This design comes from an exercise in tuning for a short achievable clock period and few clock cycles per item on the open sky130 flow, not from production work. Function was checked by simulation only, so behaviour that the tests miss may differ from the original.

==> flow/design.v <==
`default_nettype none
package ohlc_pkg;
  localparam int unsigned TIME_W  = 32;
  localparam int unsigned PRICE_W = 40;
  localparam int unsigned BW_W    = 17;
  localparam int unsigned END_W   = TIME_W + 1;
  localparam int unsigned MUL_W   = 22;    
  localparam int unsigned NFINE   = 17;    
  localparam logic [BW_W-1:0] BIN_WIDTH_RESET = BW_W'(3600);
  localparam int unsigned     MAX_GAP_BARS_DEF = 16;
  localparam int unsigned APB_DATA_W = 32;
  localparam int unsigned APB_ADDR_W = 2;
  localparam logic [APB_ADDR_W-1:0] REG_BIN_WIDTH = APB_ADDR_W'(0);
  typedef struct packed {
    logic               a_v;
    logic               a_norm;      
    logic [TIME_W-1:0]  a_time;
    logic [PRICE_W-1:0] a_o;
    logic [PRICE_W-1:0] a_h;
    logic [PRICE_W-1:0] a_l;
    logic [PRICE_W-1:0] a_c;
    logic [4:0]         g_cnt;       
    logic               g_trunc;     
    logic [TIME_W-1:0]  g_time;      
    logic [PRICE_W-1:0] g_price;
    logic               b_v;
    logic [TIME_W-1:0]  b_time;
    logic [PRICE_W-1:0] b_o;
    logic [PRICE_W-1:0] b_h;
    logic [PRICE_W-1:0] b_l;
    logic [PRICE_W-1:0] b_c;
  } entry_t;
  localparam int unsigned ENTRY_W = 465;    
endpackage
`default_nettype wire
`default_nettype none
import ohlc_pkg::*;
module ohlc_div (
  input  wire logic              clk_i,
  input  wire logic              rst_ni,
  input  wire logic              start_i,
  input  wire logic [END_W-1:0]  dm1_i,
  input  wire logic [TIME_W-1:0] t_i,
  input  wire logic [BW_W-1:0]   w_i,
  output logic                   done_o,
  output logic [END_W-1:0]       end_o
);
  typedef enum logic [2:0] {
    S_IDLE = 3'd0,
    S_NORM = 3'd1,
    S_ITER = 3'd2,
    S_FIN1 = 3'd3,
    S_FIN2 = 3'd4
  } st_e;
  st_e               st_q;
  logic [END_W-1:0]  r_q;
  logic [END_W-1:0]  ws_q;
  logic [5:0]        cnt_q;
  logic [TIME_W-1:0] t_q;
  logic [BW_W-1:0]   x_q;
  function automatic logic [5:0] lzc(input logic [END_W-1:0] v);
    lzc = 6'(END_W);
    for (int i = 0; i < END_W; i++) begin
      if (v[i]) lzc = 6'(END_W - 1 - i);
    end
  endfunction
  logic [5:0] sh;
  always_comb begin
    sh = lzc({16'd0, w_i}) - lzc(r_q);
  end
  always_ff @(posedge clk_i or negedge rst_ni) begin
    if (!rst_ni) begin
      st_q <= S_IDLE;
    end else begin
      case (st_q)
        S_IDLE: if (start_i) st_q <= S_NORM;
        S_NORM: st_q <= S_ITER;
        S_ITER: if (cnt_q == '0) st_q <= S_FIN1;
        S_FIN1: st_q <= S_FIN2;
        default: st_q <= S_IDLE;
      endcase
    end
  end
  always_ff @(posedge clk_i) begin
    case (st_q)
      S_IDLE: begin
        r_q <= dm1_i;
        t_q <= t_i;
      end
      S_NORM: begin
        ws_q  <= END_W'({16'd0, w_i} << sh);
        cnt_q <= sh;
      end
      S_ITER: begin
        if (r_q >= ws_q) r_q <= r_q - ws_q;
        ws_q  <= ws_q >> 1;
        cnt_q <= cnt_q - 6'd1;
      end
      S_FIN1: begin
        x_q <= w_i - BW_W'(1) - r_q[BW_W-1:0];
      end
      default: ;
    endcase
  end
  assign done_o = (st_q == S_FIN2);
  assign end_o  = {1'b0, t_q} + END_W'(x_q);
endmodule
`default_nettype wire
`default_nettype none
import ohlc_pkg::*;
module ohlc_ctrl #(
  parameter int unsigned DEPTH = 8
) (
  input  wire logic              clk_i,
  input  wire logic              rst_ni,
  input  wire logic [BW_W-1:0]   w_i,
  input  wire logic              push_i,
  input  ohlc_pkg::entry_t       entry_i,
  output logic                   room_o,
  input  wire logic              out_ready_i,
  output logic                   out_valid_o,
  output logic [TIME_W-1:0]      bar_time_o,
  output logic [PRICE_W-1:0]     bar_open_o,
  output logic [PRICE_W-1:0]     bar_high_o,
  output logic [PRICE_W-1:0]     bar_low_o,
  output logic [PRICE_W-1:0]     bar_close_o,
  output logic [1:0]             bar_kind_o,
  output logic                   bar_dropped_o,
  output logic                   bar_last_o
);
  localparam int unsigned PW = $clog2(DEPTH);
  typedef enum logic [1:0] {
    PH_START = 2'd0,
    PH_GAP   = 2'd1,
    PH_B     = 2'd2
  } ph_e;
  logic [DEPTH-1:0][ENTRY_W-1:0] mem_q;
  logic [PW-1:0]      wp_q, rp_q;
  logic [PW:0]        cnt_q;
  ph_e                ph_q;
  logic [4:0]         gl_q;
  logic [TIME_W-1:0]  gt_q;
  logic               pend_q;
  logic               valid_q;
  ohlc_pkg::entry_t   hd;
  logic               fire;
  logic               pop;
  ph_e                ph;        
  logic [1:0]         part;      
  logic [4:0]         gl;
  logic [TIME_W-1:0]  gt;
  ph_e                ph_n;
  logic [4:0]         gl_n;
  logic [TIME_W-1:0]  gt_n;
  logic               done;
  assign room_o = (cnt_q != (PW+1)'(DEPTH));
  assign hd     = mem_q[rp_q];
  assign fire   = (cnt_q != '0) && (!valid_q || out_ready_i);
  always_comb begin
    if (ph_q == PH_START) begin
      part = hd.a_v ? 2'd0 : ((hd.g_cnt != '0) ? 2'd1 : 2'd2);
      gl   = hd.g_cnt;
      gt   = hd.g_time;
    end else begin
      part = (ph_q == PH_GAP) ? 2'd1 : 2'd2;
      gl   = gl_q;
      gt   = gt_q;
    end
    gt_n = gt + TIME_W'(w_i);
    ph_n = PH_START;
    gl_n = gl;
    done = 1'b0;
    case (part)
      2'd0: begin
        if (hd.g_cnt != '0) begin
          ph_n = PH_GAP;
          gt_n = hd.g_time;
        end else if (hd.b_v) begin
          ph_n = PH_B;
        end else begin
          done = 1'b1;
        end
      end
      2'd1: begin
        gl_n = gl - 5'd1;
        if (gl != 5'd1) begin
          ph_n = PH_GAP;
        end else if (hd.b_v) begin
          ph_n = PH_B;
        end else begin
          done = 1'b1;
        end
      end
      default: begin
        done = 1'b1;
      end
    endcase
    pop = fire && done;
  end
  always_ff @(posedge clk_i or negedge rst_ni) begin
    if (!rst_ni) begin
      wp_q    <= '0;
      rp_q    <= '0;
      cnt_q   <= '0;
      ph_q    <= PH_START;
      pend_q  <= 1'b0;
      valid_q <= 1'b0;
    end else begin
      if (push_i) wp_q <= wp_q + PW'(1);
      if (pop)    rp_q <= rp_q + PW'(1);
      cnt_q <= cnt_q + (PW+1)'(push_i) - (PW+1)'(pop);
      if (fire) begin
        ph_q   <= ph_n;
        pend_q <= (part == 2'd1) && (gl == 5'd1) && hd.g_trunc;
      end
      if (fire) valid_q <= 1'b1;
      else if (out_ready_i) valid_q <= 1'b0;
    end
  end
  always_ff @(posedge clk_i) begin
    for (int i = 0; i < DEPTH; i++) begin
      if (room_o && (wp_q == PW'(i))) mem_q[i] <= entry_i;
    end
    if (fire) begin
      gl_q          <= gl_n;
      gt_q          <= gt_n;
      bar_dropped_o <= pend_q;
      bar_last_o    <= done;
      case (part)
        2'd0: begin
          bar_time_o  <= hd.a_time;
          bar_open_o  <= hd.a_o;
          bar_high_o  <= hd.a_h;
          bar_low_o   <= hd.a_l;
          bar_close_o <= hd.a_c;
          bar_kind_o  <= hd.a_norm ? 2'd1 : 2'd0;
        end
        2'd1: begin
          bar_time_o  <= gt;
          bar_open_o  <= hd.g_price;
          bar_high_o  <= hd.g_price;
          bar_low_o   <= hd.g_price;
          bar_close_o <= hd.g_price;
          bar_kind_o  <= 2'd2;
        end
        default: begin
          bar_time_o  <= hd.b_time;
          bar_open_o  <= hd.b_o;
          bar_high_o  <= hd.b_h;
          bar_low_o   <= hd.b_l;
          bar_close_o <= hd.b_c;
          bar_kind_o  <= 2'd1;
        end
      endcase
    end
  end
  assign out_valid_o = valid_q;
endmodule
`default_nettype wire
`default_nettype none
import ohlc_pkg::*;
module ohlc_dp (
  input  wire logic                     clk_i,
  input  wire logic                     rst_ni,
  input  wire logic [BW_W-1:0]          w_i,
  input  wire logic [NFINE:1][MUL_W-1:0] mul_i,    
  input  wire logic                     in_valid_i,
  output logic                          in_take_o,
  input  wire logic [TIME_W-1:0]        in_time_i,
  input  wire logic [PRICE_W-1:0]       in_price_i,
  input  wire logic                     in_eob_i,
  input  wire logic                     q_room_i,
  output logic                          push_o,
  output ohlc_pkg::entry_t              entry_o
);
  localparam int unsigned CW = END_W + 1;    
  logic                        r1_v_q;
  logic [TIME_W-1:0]           r1_t_q;
  logic [PRICE_W-1:0]          r1_p_q;
  logic                        r1_eob_q;
  logic [NFINE:1][CW-1:0]      r1_tm_q;    
  logic [END_W-1:0]            r1_tw_q;    
  logic [16:1][CW-1:0]         r1_tc_q;    
  logic [TIME_W-1:0]           rd_t_q;     
  logic [NFINE:1][CW-1:0]      rd_tm_q;    
  logic                 open_q;
  logic                 filled_q;
  logic                 busy_q;
  logic                 redo_q;
  logic [END_W-1:0]     end_q;
  logic [PRICE_W-1:0]   o_q, h_q, l_q, px_q;
  logic [TIME_W-1:0]    t_q, key_q;
  logic                 go;
  logic [NFINE:0]       c;
  logic [NFINE:1][END_W-1:0] cand;
  logic [NFINE:1]       sel;
  logic [END_W-1:0]     end_fine;
  logic                 crs;
  logic                 far;
  logic                 huge;
  logic [16:1]          cc;
  logic [16:1][END_W-1:0] cadv;
  logic [END_W-1:0]     end_adv;
  logic [TIME_W-1:0]    op_t;
  logic [NFINE:1][CW-1:0] op_tm;
  logic                 a_cross;
  logic [4:0]           cnt16;
  logic [5:0]           g;
  logic [4:0]           shown;
  logic                 trunc;
  logic                 restart;
  logic [PRICE_W-1:0]   o_n, h_n, l_n;
  logic                 hi_up, lo_dn;
  logic [TIME_W-1:0]    key_n;
  logic                 div_done;
  logic [END_W-1:0]     div_end;
  assign go        = r1_v_q && !busy_q && !redo_q && q_room_i;
  assign in_take_o = !r1_v_q || go;
  always_ff @(posedge clk_i or negedge rst_ni) begin
    if (!rst_ni) begin
      r1_v_q <= 1'b0;
    end else if (in_take_o) begin
      r1_v_q <= in_valid_i;
    end
  end
  always_ff @(posedge clk_i) begin
    if (in_take_o) begin
      r1_t_q   <= in_time_i;
      r1_p_q   <= in_price_i;
      r1_eob_q <= in_eob_i;
      r1_tw_q  <= {1'b0, in_time_i} + END_W'(w_i);
      for (int k = 1; k <= NFINE; k++) begin
        r1_tm_q[k] <= {2'b00, in_time_i} - CW'(mul_i[k]);
      end
      for (int j = 1; j <= 16; j++) begin
        r1_tc_q[j] <= {2'b00, in_time_i} - CW'({mul_i[j], 4'b0000});
      end
    end
    if (go) begin
      rd_t_q  <= r1_t_q;
      rd_tm_q <= r1_tm_q;
    end
  end
  always_comb begin
    op_t  = redo_q ? rd_t_q  : r1_t_q;
    op_tm = redo_q ? rd_tm_q : r1_tm_q;
    c[0] = {1'b0, op_t} > end_q;
    for (int k = 1; k <= NFINE; k++) begin
      c[k]    = {!op_tm[k][CW-1], op_tm[k][CW-2:0]} > {1'b1, end_q};
      cand[k] = end_q + END_W'(mul_i[k]);
    end
    sel[1] = !c[1];
    for (int k = 2; k <= NFINE; k++) sel[k] = c[k-1] && !c[k];
    end_fine = '0;
    for (int k = 1; k <= NFINE; k++) end_fine = end_fine | (sel[k] ? cand[k] : '0);
    for (int j = 1; j <= 16; j++) begin
      cc[j]   = {!r1_tc_q[j][CW-1], r1_tc_q[j][CW-2:0]} > {1'b1, end_q};
      cadv[j] = end_q + END_W'({mul_i[j], 4'b0000});
    end
    end_adv = '0;
    for (int j = 1; j <= 15; j++) end_adv = end_adv | ((cc[j] && !cc[j+1]) ? cadv[j] : '0);
    huge = cc[16];
    cnt16 = '0;
    for (int k = 1; k <= 16; k++) cnt16 = cnt16 + 5'(c[k]);
  end
  always_comb begin
    crs   = open_q && c[0];
    far     = c[NFINE];
    a_cross = crs && filled_q;
    restart = !filled_q || crs;
    g       = 6'(cnt16) + 6'(!filled_q);
    trunc   = far || (g > 6'd16);
    shown   = crs ? (trunc ? 5'd16 : g[4:0]) : 5'd0;
    hi_up   = r1_p_q > h_q;
    lo_dn   = r1_p_q < l_q;
    o_n     = restart ? px_q : o_q;
    h_n     = (restart || hi_up) ? r1_p_q : h_q;
    l_n     = (restart || lo_dn) ? r1_p_q : l_q;
    key_n   = a_cross ? t_q : key_q;
  end
  always_comb begin
    entry_o.a_v     = !open_q || a_cross;
    entry_o.a_norm  = open_q;
    entry_o.a_time  = open_q ? t_q  : r1_t_q;
    entry_o.a_o     = open_q ? o_q  : r1_p_q;
    entry_o.a_h     = open_q ? h_q  : r1_p_q;
    entry_o.a_l     = open_q ? l_q  : r1_p_q;
    entry_o.a_c     = open_q ? px_q : r1_p_q;
    entry_o.g_cnt   = shown;
    entry_o.g_trunc = crs && trunc;
    entry_o.g_time  = key_n + TIME_W'(w_i);
    entry_o.g_price = px_q;
    entry_o.b_v     = open_q && r1_eob_q;
    entry_o.b_time  = r1_t_q;
    entry_o.b_o     = o_n;
    entry_o.b_h     = h_n;
    entry_o.b_l     = l_n;
    entry_o.b_c     = r1_p_q;
    push_o = go && (!open_q || a_cross || (shown != '0) || r1_eob_q);
  end
  always_ff @(posedge clk_i or negedge rst_ni) begin
    if (!rst_ni) begin
      open_q   <= 1'b0;
      filled_q <= 1'b0;
      busy_q   <= 1'b0;
      redo_q   <= 1'b0;
    end else begin
      redo_q   <= go && crs && far && !huge && !r1_eob_q;
      if (go) begin
        open_q   <= !r1_eob_q;
        filled_q <= open_q && !r1_eob_q;
        busy_q   <= crs && far && huge && !r1_eob_q;
      end else if (div_done) begin
        busy_q   <= 1'b0;
      end
    end
  end
  always_ff @(posedge clk_i) begin
    if (go) begin
      px_q <= r1_p_q;
      t_q  <= r1_t_q;
      if (!open_q) begin
        end_q <= r1_tw_q;
        key_q <= r1_t_q;
      end else begin
        if (crs && !far) end_q <= end_fine;
        if (crs && far && !huge) end_q <= end_adv;
        key_q <= key_n;
        o_q   <= o_n;
        h_q   <= h_n;
        l_q   <= l_n;
      end
    end else if (redo_q) begin
      end_q <= end_fine;
    end else if (div_done) begin
      end_q <= div_end;
    end
  end
  ohlc_div u_div (
    .clk_i   (clk_i),
    .rst_ni  (rst_ni),
    .start_i (go && crs && far && huge && !r1_eob_q),
    .dm1_i   ({1'b0, r1_t_q} - end_q - END_W'(1)),
    .t_i     (r1_t_q),
    .w_i     (w_i),
    .done_o  (div_done),
    .end_o   (div_end)
  );
endmodule
`default_nettype wire
`default_nettype none
import ohlc_pkg::*;
module ohlc_bar_aggregator_top #(
  parameter int unsigned MAX_GAP_BARS = MAX_GAP_BARS_DEF
) (
  input  wire logic                  clk_i,
  input  wire logic                  rst_ni,
  input  wire logic                  trade_valid_i,
  output logic                       trade_ready_o,
  input  wire logic [TIME_W-1:0]     trade_time_i,
  input  wire logic [PRICE_W-1:0]    trade_price_i,
  input  wire logic                  trade_end_of_batch_i,
  output logic                       bar_valid_o,
  input  wire logic                  bar_ready_i,
  output logic [TIME_W-1:0]          bar_time_o,
  output logic [PRICE_W-1:0]         bar_open_o,
  output logic [PRICE_W-1:0]         bar_high_o,
  output logic [PRICE_W-1:0]         bar_low_o,
  output logic [PRICE_W-1:0]         bar_close_o,
  output logic [1:0]                 bar_kind_o,
  output logic                       bar_gaps_dropped_o,
  output logic                       bar_last_result_o,
  input  wire logic                  psel,
  input  wire logic                  penable,
  input  wire logic                  pwrite,
  input  wire logic [APB_ADDR_W-1:0] paddr,
  input  wire logic [APB_DATA_W-1:0] pwdata,
  output logic [APB_DATA_W-1:0]      prdata,
  output logic                       pready
);
  localparam int unsigned IQ_D = 2;
  logic [BW_W-1:0]            bin_width_q;
  logic [BW_W-1:0]            w_q;
  logic [NFINE:1][MUL_W-1:0]  mul_q;
  logic [1:0]                 cfg_wait_q;
  logic [APB_DATA_W-1:0]      prdata_q;
  always_ff @(posedge clk_i or negedge rst_ni) begin
    if (!rst_ni) begin
      bin_width_q <= BIN_WIDTH_RESET;
      cfg_wait_q  <= 2'd3;
      prdata_q    <= '0;
    end else begin
      if (psel && penable && pwrite && (paddr == REG_BIN_WIDTH)) begin
        bin_width_q <= pwdata[BW_W-1:0];
        cfg_wait_q  <= 2'd3;
      end else if (cfg_wait_q != '0) begin
        cfg_wait_q  <= cfg_wait_q - 2'd1;
      end
      prdata_q <= (paddr == REG_BIN_WIDTH) ? APB_DATA_W'(bin_width_q) : '0;
    end
  end
  assign pready = 1'b1;
  assign prdata = prdata_q;
  always_ff @(posedge clk_i) begin
    w_q <= (bin_width_q == '0) ? BW_W'(1) : bin_width_q;
    for (int k = 1; k <= NFINE; k++) begin
      mul_q[k] <= MUL_W'(w_q) * MUL_W'(k);
    end
  end
  logic [TIME_W-1:0]  iq_t_q   [IQ_D];
  logic [PRICE_W-1:0] iq_p_q   [IQ_D];
  logic               iq_eob_q [IQ_D];
  logic               iq_wp_q, iq_rp_q;
  logic [1:0]         iq_cnt_q;
  logic               ready_q;
  logic               acc;
  logic               take;
  logic               deq;
  logic [1:0]         iq_cnt_n;
  assign acc = trade_valid_i && ready_q;
  assign deq = take && (iq_cnt_q != '0);
  assign iq_cnt_n = iq_cnt_q + 2'(acc) - 2'(deq);
  always_ff @(posedge clk_i or negedge rst_ni) begin
    if (!rst_ni) begin
      iq_wp_q  <= 1'b0;
      iq_rp_q  <= 1'b0;
      iq_cnt_q <= '0;
      ready_q  <= 1'b0;
    end else begin
      if (acc) iq_wp_q <= !iq_wp_q;
      if (deq) iq_rp_q <= !iq_rp_q;
      iq_cnt_q <= iq_cnt_n;
      ready_q  <= (iq_cnt_n < 2'(IQ_D)) && (cfg_wait_q == '0) &&
                  !(psel && penable && pwrite);
    end
  end
  always_ff @(posedge clk_i) begin
    if (ready_q) begin
      iq_t_q[iq_wp_q]   <= trade_time_i;
      iq_p_q[iq_wp_q]   <= trade_price_i;
      iq_eob_q[iq_wp_q] <= trade_end_of_batch_i;
    end
  end
  assign trade_ready_o = ready_q;
  logic             push;
  logic             room;
  ohlc_pkg::entry_t entry;
  ohlc_dp u_dp (
    .clk_i      (clk_i),
    .rst_ni     (rst_ni),
    .w_i        (w_q),
    .mul_i      (mul_q),
    .in_valid_i (iq_cnt_q != '0),
    .in_take_o  (take),
    .in_time_i  (iq_t_q[iq_rp_q]),
    .in_price_i (iq_p_q[iq_rp_q]),
    .in_eob_i   (iq_eob_q[iq_rp_q]),
    .q_room_i   (room),
    .push_o     (push),
    .entry_o    (entry)
  );
  ohlc_ctrl u_ctrl (
    .clk_i         (clk_i),
    .rst_ni        (rst_ni),
    .w_i           (w_q),
    .push_i        (push),
    .entry_i       (entry),
    .room_o        (room),
    .out_ready_i   (bar_ready_i),
    .out_valid_o   (bar_valid_o),
    .bar_time_o    (bar_time_o),
    .bar_open_o    (bar_open_o),
    .bar_high_o    (bar_high_o),
    .bar_low_o     (bar_low_o),
    .bar_close_o   (bar_close_o),
    .bar_kind_o    (bar_kind_o),
    .bar_dropped_o (bar_gaps_dropped_o),
    .bar_last_o    (bar_last_result_o)
  );
endmodule
`default_nettype wire
==> flow/run.sh <==
#!/bin/bash
# synth_recipe.tcl (not shown) runs the flow's synth.tcl, then flattens the netlist and writes it again
# the make line also repeats each setting of config.mk as NAME=value (left out here)
make -C /OpenROAD-flow-scripts/flow DESIGN_CONFIG=/design/flow/config.mk WORK_HOME=/design/flow/orfs CLKGATE_MAP_FILE= SYNTH_SCRIPT=/design/flow/synth_recipe.tcl finish
==> flow/config.mk <==
export PLATFORM = sky130hd
export DESIGN_NAME = ohlc_bar_aggregator_top
export DESIGN_NICKNAME = ohlc_bar_aggregator_top
export VERILOG_FILES = /design/flow/design.v
export SDC_FILE = /design/flow/constraint.sdc
export NUM_CORES = 4
export LEC_CHECK = 0
export CAP_MARGIN = 20
export CORE_MARGIN = 2
export CORE_UTILIZATION = 40
export PLACE_DENSITY = 0.6
export SLEW_MARGIN = 20
==> flow/constraint.sdc <==
create_clock -name core_clock -period 7.0 [get_ports {clk_i}]
set_input_delay 1.4000 -clock core_clock [delete_from_list [all_inputs] [get_ports {clk_i}]]
set_output_delay 1.4000 -clock core_clock [all_outputs]
set_load 0.01 [all_outputs]
==> run summary <==
-- worst paths after layout --
kind / end / slack, ns / cells past startpoint / from
hold reg to reg: w_q[5] / 0.41 / 0 / bin_width_q[5]
max in group asynchronous: u_dp.open_q / 5.23 / 2 / rst_ni
min in group core_clock: w_q[5] / 0.41 / 0 / bin_width_q[5]
hold / removal: prdata_q[0] / 0.14 / 1 / rst_ni
setup reg to reg: u_ctrl.cnt_q[2] / -1.42 / 36 / u_dp.redo_q
setup / recovery: u_ctrl.cnt_q[2] / -1.42 / 36 / u_dp.redo_q
-- through the flow --
step	hold slack [ns]
finish	0.137
global route	0.129
CTS	0.0753
detailed placement	0.395
global placement	0.393
floorplan	0.418
-- layout make-up --
cell class	instances	area (sq um)	share of cell area, %
clock buffers	834	17600	4.54
well taps	11100	13900	3.58
clock inverters	390	4430	1.14
diodes	109	273	0.0702
flip-flops and latches	6259	186000	47.8
inverters	926	3520	0.906
multi-input cells	16900	143000	36.8
repair buffers	2179	19800	5.09
-- flip-flops by register name, summed over array words and instances (netlist names), 40 cells and up --
name,flops
u_dp.l_q,40
iq_t_q,64
u_dp.r1_tc_q,434
u_dp.rd_tm_q,519
u_ctrl.bar_open_o,40
u_ctrl.bar_close_o,40
u_dp.r1_p_q,40
u_dp.o_q,40
u_ctrl.bar_high_o,40
u_ctrl.mem_q,3720
mul_q,161
u_dp.h_q,40
u_dp.r1_tm_q,490
u_ctrl.bar_low_o,40
iq_p_q,80
u_dp.px_q,40
-- routing by layer --
metal / up-vias / global-route usage (%) / part of all wire [%]
li1: 101000 / - / -
met1: 121000 / 40.9 / 40
met2: 13200 / 45.4 / 43
met3: 3058 / 6.61 / 9.4
met4: 56 / 19.0 / 7.5
met5: - / 0 / 0.028
-- cells by family after synthesis --
| group | synth area share (%) |
|---|---|
| flip-flops | 55.7 |
| AND/OR/NAND/NOR | 7.55 |
| AO/OA/AOI/OAI | 10.1 |
| adder cells (fa/ha/maj) | 10.1 |
| multiplexers | 10.7 |
| buffers and inverters | 1.90 |
| XOR/XNOR | 3.91 |
| other | 0.00225 |
-- layout by cell type (no fill, tap or decap), types with 120 or more instances in the layout --
cell / count
a21o_1: 439
xnor2_1: 1160
clkbuf_16: 677
nor2_1: 1278
clkinv_1: 123
nand4_1: 261
mux2i_1: 509
xor2_1: 320
inv_1: 862
dfxtp_1: 159
nor2b_1: 225
buf_4: 1648
or3_1: 165
clkbuf_1: 144
o21a_1: 296
fa_1: 123
edfxtp_1: 6018
a21boi_0: 120
o221ai_1: 217
nand3_1: 381
nand2b_1: 252
a211oi_1: 244
o21ai_0: 1004
nor3_1: 472
a21oi_1: 1411
mux4_2: 936
mux2_2: 825
o21bai_1: 169
buf_12: 193
and3_1: 123
clkdlybuf4s50_1: 312
clkinv_2: 124
ha_1: 2489
nand2_1: 1676
-- what timing repair did --
item,in CTS,in global routing
endpoints found under the setup margin,194,204
cloned,3,1
setup buffers,25,4
gates resized for setup,100,63
pin swaps,20,13
==> results.json <==
{
  "status": "finished with violations",
  "violatedChecks": "setup timing",
  "ant_nets": 0,
  "start_util_pct": 40.1,
  "fillCellCount": 72900,
  "clkSlewWorstSetupHoldPaths_ns": 0.06,
  "path_delay_family": "adder cells",
  "dp_cells": 37400,
  "overflow": 0,
  "timing.fmax_mhz": 119,
  "grt_pass1_vias": 225000,
  "crit_fanout": 7,
  "yosysSeqAreaShare_pct": 55.7,
  "synth_top_cell_by_area": "edfxtp_1",
  "grt_max_degree": 148,
  "setup.worst_path.end_class": "register",
  "fin_crit_ns": 8.42,
  "synthTopCellsByArea": "edfxtp_1, ha_1, mux4_2",
  "io_pins": 345,
  "path_buf_inv": 12,
  "cp.required_ns": 8.01,
  "ctsRootBufferMaster": "clkbuf_16",
  "min_period_over_period_pct": 120,
  "synth_common_cells": "edfxtp_1, ha_1, nand2_1",
  "die_y_microns": 918,
  "rows": 335,
  "cp-start-kind": "register",
  "setup_viol": 74,
  "drv_slew": 0,
  "final_cells": 38700,
  "finalSetupTns_ns": -69.66,
  "post-route-util_pct": 46.7,
  "netlist_area_sq_um": 334000,
  "core_area_sq_um": 832000,
  "num-nets-final": 29700,
  "synth_area_per_cell_sq_um": 13.4,
  "worstPathArrival_ns": 9.42,
  "vias_per_cell": 6.16,
  "numCtsBuffers": 671,
  "synth.top_cell.area_share_pct": 54.1,
  "postCtsHoldBufs": 0,
  "synth_cells": 24800,
  "path_class": "register to register",
  "drtPass1Iterations": 10,
  "final_area_sq_um": 389000,
  "worst_pin_slew_ns": 1.35,
  "skew_ns": 0.151,
  "io_buffers": 313,
  "die-area_sq_um": 842000,
  "grt_usage_pct": 30.6,
  "synth-seq-cells": 6259,
  "wl_per_cell_microns": 34.4,
  "synthArstFlopShare_pct": 1.01,
  "setup_ws_ns": -1.42,
  "drv_cap": 0,
  "globalplace.congestion": 1.09,
  "hold_viol": 0,
  "cpMaxStageDelayCell": "fa_2",
  "max-clock-path-buffers": 4,
  "critPathMaxStageDelay_ns": 0.64,
  "grt_pass1_wl_microns": 1810000,
  "pre_cts_slack_ns": -1.79,
  "hold_path.class": "input pin to asynchronous set/reset pin",
  "crit_path_frequent_cell": "inv_2",
  "drive_above_1_share_pct": 18.3,
  "yosys_warnings": 4,
  "drc": 0,
  "areaGrowthSynthToFinish_pct": 16.4,
  "drt-total-wl_microns": 1330000,
  "cts_sinks": 6259,
  "drt_iter0_drc": 31700,
  "die_w_microns": 918,
  "dp_hpwl_microns": 964000,
  "clk-insertion-delay-late_ns": 1.20,
  "antenna_found_initial": 178,
  "rsz0062_at_grt": "yes",
  "synth_flop_cell": "edfxtp_1",
  "placed_cell_area_sq_um": 365000,
  "slew_headroom_pct": 9.85,
  "synth_edf_count": 6018,
  "cts_tree": "built",
  "htreeDepth": 6,
  "ys_types": 109,
  "via_count": 239000,
  "yosysMostFrequentCell": "edfxtp_1"
}
Testbench counts, summed over its fixed seeds: cycles 5,822, trades 4,696.

## port drivers added, routing unchanged
In the flow no input, the clock included, has a driving cell. The finished layout below was timed again as built, in two steps.
Step 1, drivers: a clkbuf_16 drives clk_i and a buf_2 each remaining input, both assumed.
Step 2 adds t to the input delays and takes it off the output delays; t is the mean of the earliest and latest rising clock arrival at the registers after step 1. Input paths then give back, and output paths get back, about the clock's delay inside the block.
Slacks: ideal / step 1 / step 2; pairs: ideal / step 1.
t, ns: 1.268
setup WS [ns]: -1.415 / -1.415 / -1.415
worst register clock-pin slew, ns: 0.08 / 0.08
The setup slack of this run moves by 0.000 ns with the drivers and by 0.000 ns with both steps.
